This is an optimization exercise on Yosys and OpenROAD, whose aim is small area, a short achievable clock period and few clock cycles per item, not a production implementation.
Power is estimated from default activity; no workload was simulated.

==> run Y: inputs <==
// cnn_layer_par
module cnn_layer_par (
  input  logic         clk,
  input  logic         reset,
  input  logic         start,
  input  logic [3:0]   ch_en,
  input  logic         relu_en,
  input  logic         wt_we,
  input  logic [1:0]   wt_ch,
  input  logic [0:0]   wt_w,
  input  logic [3:0]   wt_tap,
  input  logic [15:0]  wt_data,
  input  logic         in_valid,
  output logic         in_ready,
  input  logic [63:0]  in_data,
  output logic [127:0] out_data,
  output logic [3:0]   finished
);
clock: 11.0 ns
lec_check: 0
cap_margin: 20
core_margin: 2
core_utilization: 55
cts_cluster_diameter: 60
cts_cluster_size: 30
slew_margin: 20
standard.sh (not shown) runs the stock make flow with config.mk's settings and CLKGATE_MAP_FILE= SYNTH_SCRIPT=/design/flow/synth_recipe.tcl, a recipe that flattens the netlist after the stock synthesis.
==> flow/flow/run.sh <==
#!/bin/bash
set -euo pipefail
MARGIN=${MARGIN:-7.5}
bash standard.sh SETUP_SLACK_MARGIN=$MARGIN finish > standard_flow.log 2>&1
==> run H (differences from run Y) <==
--- a/flow/config.mk
+++ b/flow/config.mk
@@ -4,10 +4,10 @@
 export VERILOG_FILES = /design/flow/design.v
 export SDC_FILE = /design/flow/constraint.sdc
 export NUM_CORES = 4
 export LEC_CHECK = 0
 export CAP_MARGIN = 20
 export CORE_MARGIN = 2
-export CORE_UTILIZATION = 55
+export CORE_UTILIZATION = 65
 export CTS_CLUSTER_DIAMETER = 60
 export CTS_CLUSTER_SIZE = 30
 export SLEW_MARGIN = 20
==> run F (differences from run Y) <==
--- a/flow/design.v
+++ b/flow/design.v
@@ -9,42 +9,17 @@
     if (hi_ones || hi_zeros) r = acc[23:8];
     else if (acc[ACC_W-1]) r = 16'h8000;
     else r = 16'h7fff;
     if (relu && acc[ACC_W-1]) r = 16'h0000;
     sat_relu = r;
   endfunction
-  function automatic logic [15:0] sat_relu_cs(input logic [ACC_W-1:0] s,
-                                              input logic [ACC_W-1:0] c,
-                                              input logic [ACC_W-1:0] v,
-                                              input logic relu);
-    localparam int N = ACC_W - 23;
-    logic [N-1:0] a, b, x;
-    logic ok0, ok1, cin, fits, neg;
-    logic [15:0] r;
-    a = s[ACC_W-1:23];
-    b = c[ACC_W-1:23];
-    x = a ^ b;
-    ok0 = 1'b1;
-    ok1 = 1'b1;
-    for (int i = 0; i < N - 1; i++) begin
-      ok0 = ok0 & (x[i+1] == (a[i] | b[i]));
-      ok1 = ok1 & (x[i+1] != (a[i] & b[i]));
-    end
-    cin  = v[23] ^ x[0];
-    fits = (ok0 & (x[0] == cin)) | (ok1 & (x[0] != cin));
-    neg  = v[ACC_W-1];
-    if (fits) r = v[23:8];
-    else if (neg) r = 16'h8000;
-    else r = 16'h7fff;
-    if (relu && neg) r = 16'h0000;
-    sat_relu_cs = r;
-  endfunction
 endpackage
 module cnn_mac_lane (
   input  logic        clk,
   input  logic        clr,      
+  input  logic        take,     
   input  logic [7:0]  one,      
   input  logic [7:0]  two,      
   input  logic [7:0]  neg,      
   input  logic [15:0] w,        
   input  logic        relu,
   input  logic        en,
@@ -561,16 +536,16 @@
     end
   end
   logic [34:0] v;
   logic [15:0] res;
   assign v = s_q + c_q;
   always_comb begin
-    res = cnn_pkg::sat_relu_cs(s_q, c_q, v, relu);
+    res = cnn_pkg::sat_relu(v, relu);
     if (!en) res = '0;
   end
-  always_ff @(posedge clk) out <= res;
+  always_ff @(posedge clk) if (take) out <= res;
 endmodule
 module cnn_layer_par (
   input  logic         clk,
   input  logic         reset,
   input  logic         start,
   input  logic [3:0]   ch_en,
@@ -585,13 +560,12 @@
   input  logic [63:0]  in_data,
   output logic [127:0] out_data,
   output logic [3:0]   finished
 );
   logic       busy_q;      
   logic [8:0] tap_q;       
-  logic [8:0] tapc_q [4];  
   logic       rdy_q;
   logic [3:0] en_q, fin_q;
   logic       relu_q;
   logic       first_q;     
   logic       p1_q;        
   logic       p2_q;        
@@ -608,13 +582,12 @@
       relu_q  <= 1'b0;
       fin_q   <= '0;
       first_q <= 1'b0;
       p1_q    <= 1'b0;
       p2_q    <= 1'b0;
       clr_q   <= 1'b1;
-      for (int c = 0; c < 4; c++) tapc_q[c] <= 9'd1;
     end else begin
       clr_q   <= p2_q;
       first_q <= hs & tap_q[0];
       p1_q    <= hs & tap_q[8];
       p2_q    <= p1_q;
       if (go) begin
@@ -622,47 +595,34 @@
         en_q   <= ch_en;
         relu_q <= relu_en;
         fin_q  <= '0;
       end else if (p2_q) begin
         busy_q <= 1'b0;
         fin_q  <= '1;
-      end else if (busy_q) begin
-        fin_q  <= fin_q | ~en_q;    
       end
       if (p2_q) begin
         tap_q <= 9'd1;
         rdy_q <= 1'b1;
-        for (int c = 0; c < 4; c++) tapc_q[c] <= 9'd1;
       end else if (hs) begin
         tap_q <= tap_q << 1;
         rdy_q <= ~tap_q[8];
-        for (int c = 0; c < 4; c++) tapc_q[c] <= (busy_q & ~en_q[c]) ? 9'd0 : tapc_q[c] << 1;
       end
     end
   end
   logic [15:0] wt_q [72];
-  logic        wv_q;         
-  logic        wclr_q;       
-  logic [2:0]  wl_q;         
-  logic [8:0]  wt1_q;        
-  logic [15:0] wd_q;         
+  logic [15:0] wdat;
   logic        wt_ok;
   assign wt_ok = wt_we & ~busy_q & (wt_tap < 4'd9);
-  always_ff @(posedge clk) begin
-    wclr_q <= reset;
-    wv_q   <= ~reset & wt_ok;
-    wl_q   <= {wt_ch, wt_w};
-    wd_q   <= wt_data;
-    for (int t = 0; t < 9; t++) wt1_q[t] <= (wt_tap == 4'(t));
-  end
+  assign wdat  = reset ? 16'd0 : wt_data;
   for (genvar i = 0; i < 72; i++) begin : g_wt
-    localparam int L = i / 9;
+    localparam int C = i / 18;
+    localparam int W = (i / 9) % 2;
     localparam int T = i % 9;
-    wire wen = wclr_q | (wv_q && wl_q == 3'(L) && wt1_q[T]);
+    wire wen = reset | (wt_ok && wt_ch == C && wt_w == W && wt_tap == T);
     always_ff @(posedge clk) begin
-      if (wen) wt_q[i] <= wclr_q ? 16'd0 : wd_q;
+      if (wen) wt_q[i] <= wdat;
     end
   end
   logic [7:0]  one_q [4];
   logic [7:0]  two_q [4];
   logic [7:0]  neg_q [4];
   logic [15:0] w_q   [8];
@@ -685,22 +645,21 @@
   end
   for (genvar l = 0; l < 8; l++) begin : g_wsel
     logic [15:0] ws;
     always_comb begin
       ws = '0;
       for (int t = 0; t < 9; t++) begin
-        ws = ws | (wt_q[l*9 + t] & {16{tapc_q[l/2][t]}});
+        ws = ws | (wt_q[l*9 + t] & {16{tap_q[t]}});
       end
     end
-    wire hit = wclr_q | (wv_q && wl_q == 3'(l) && |(wt1_q & tapc_q[l/2]));
-    always_ff @(posedge clk) w_q[l] <= hit ? (wclr_q ? 16'd0 : wd_q) : ws;
+    always_ff @(posedge clk) w_q[l] <= ws;
   end
   for (genvar l = 0; l < 8; l++) begin : g_lane
     cnn_mac_lane u_lane (
       .clk   (clk),
-      .clr (go),
+      .clr (clr_q), .take (p2_q),
       .one   (one_q[l/2]),
       .two   (two_q[l/2]),
       .neg   (neg_q[l/2]),
       .w     (w_q[l]),
       .relu  (relu_q),
       .en    (en_q[l/2]),
==> flow/run.sh (new file) <==
#!/bin/bash
# synth_recipe.tcl (not shown) runs the flow's synth.tcl, then flattens the netlist and writes it again
# the make line also repeats each setting of config.mk as NAME=value (left out here)
make -C /OpenROAD-flow-scripts/flow DESIGN_CONFIG=/design/flow/config.mk WORK_HOME=/design/flow/orfs CLKGATE_MAP_FILE= SYNTH_SCRIPT=/design/flow/synth_recipe.tcl finish
==> flow/config.mk (replaced) <==
export PLATFORM = sky130hd
export DESIGN_NAME = cnn_layer_par
export DESIGN_NICKNAME = cnn_layer_par
export VERILOG_FILES = /design/flow/design.v
export SDC_FILE = /design/flow/constraint.sdc
export NUM_CORES = 4
export LEC_CHECK = 0
export CAP_MARGIN = 20
export CORE_MARGIN = 2
export CORE_UTILIZATION = 40
export SLEW_MARGIN = 20
removed: flow/flow/run.sh
removed: flow/standard.sh
==> out/qor.csv <==
stage,metric,value,unit
placed_design,Placement Cell Area,138000,um^2
critical_path,Max stage delay on crit path,0.55,ns
clock_network,Clock Sinks,2148,
cells_and_area,Seq/total area,36.6,%
logic_synthesis,YS warnings,14,
floorplan,Initial Utilization,65.2,%
outcome,status,"complete, no violations",
grt,GRT Total Usage,37.5,%
logic_synthesis,"Distinct cells, synth",100,
logic_synthesis,Post-synth EDFFs,1152,
power,Leak,0.0591,uW
logic_synthesis,Simple-Gate Fraction of Synth Area,6.58,%
cells_and_area,"Design Area, Final",151000,um^2
floorplan,die width,459,um
clock_network,clk slew on worst S/H paths,0.10,ns
timing,Final WS setup,7.35,ns
clock_network,clk buf depth,3,
The numbers above come from run H.

==> out/qor.csv <==
stage,metric,value,unit
cells_and_area,"Design Area, Final",152000,um^2
logic_synthesis,Post-synth EDFFs,1152,
clock_network,Clock Sinks,2148,
outcome,status,"complete, no violations",
placed_design,Placement Cell Area,139000,um^2
grt,GRT Total Usage,32.8,%
floorplan,Initial Utilization,55.4,%
clock_network,hold buffers post-CTS,0,
power,Leak,0.0595,uW
clock_network,clk buf depth,3,
timing,Final WS setup,7.34,ns
clock_network,clk slew on worst S/H paths,0.10,ns
power,power share of the clock group,17.2,%
cells_and_area,Seq/total area,36.3,%
critical_path,Max stage delay on crit path,0.44,ns
logic_synthesis,Simple-Gate Fraction of Synth Area,6.58,%
cells_and_area,largest class,multi-input gates,
logic_synthesis,"Distinct cells, synth",100,
The numbers above come from run Y.

==> out/qor.csv <==
stage,metric,value,unit
outcome,status,"complete, no violations",
timing,Final WS setup,6.01,ns
clock_network,Clock Sinks,2084,
logic_synthesis,"Distinct cells, synth",101,
clock_network,clk buf depth,4,
placed_design,Placement Cell Area,139000,um^2
power,Leak,0.0563,uW
logic_synthesis,Post-synth EDFFs,1280,
cells_and_area,"Design Area, Final",147000,um^2
grt,GRT Total Usage,21.9,%
floorplan,die width,582,um
critical_path,Max stage delay on crit path,0.71,ns
The numbers above come from run F.

Function was not checked in any run of this note: the RTL went through the layout flow alone.

what the ideal ports hide:
Ports are ideal in the flow. The routed layouts listed here were re-timed in OpenROAD.
Step 1: set_driving_cell puts a clkbuf_16 on clk and a buf_2 on each other input, an assumption about the parent block.
Step 2, shift: input delay + t, output delay - t, t = (earliest + latest rising clock arrival at the registers) / 2. This alone moves slack from input paths to output paths.
a / b / c = no drivers / after step 1 / after step 2; a / b = the first two.
run	shift t [ns]	slack for setup (ns)	slew at the worst register clock pin (ns)
run Y	0.964	7.345 / 7.249 / 6.623	0.11 / 0.11
run H	0.943	7.345 / 7.290 / 6.467	0.11 / 0.11
run F	1.008	6.013 / 6.013 / 5.065	0.07 / 0.07
After both steps every run listed still meets setup and hold. The setup slack of run F, which loses most, moves by 0.000 ns with the drivers and by -0.948 ns with both steps.
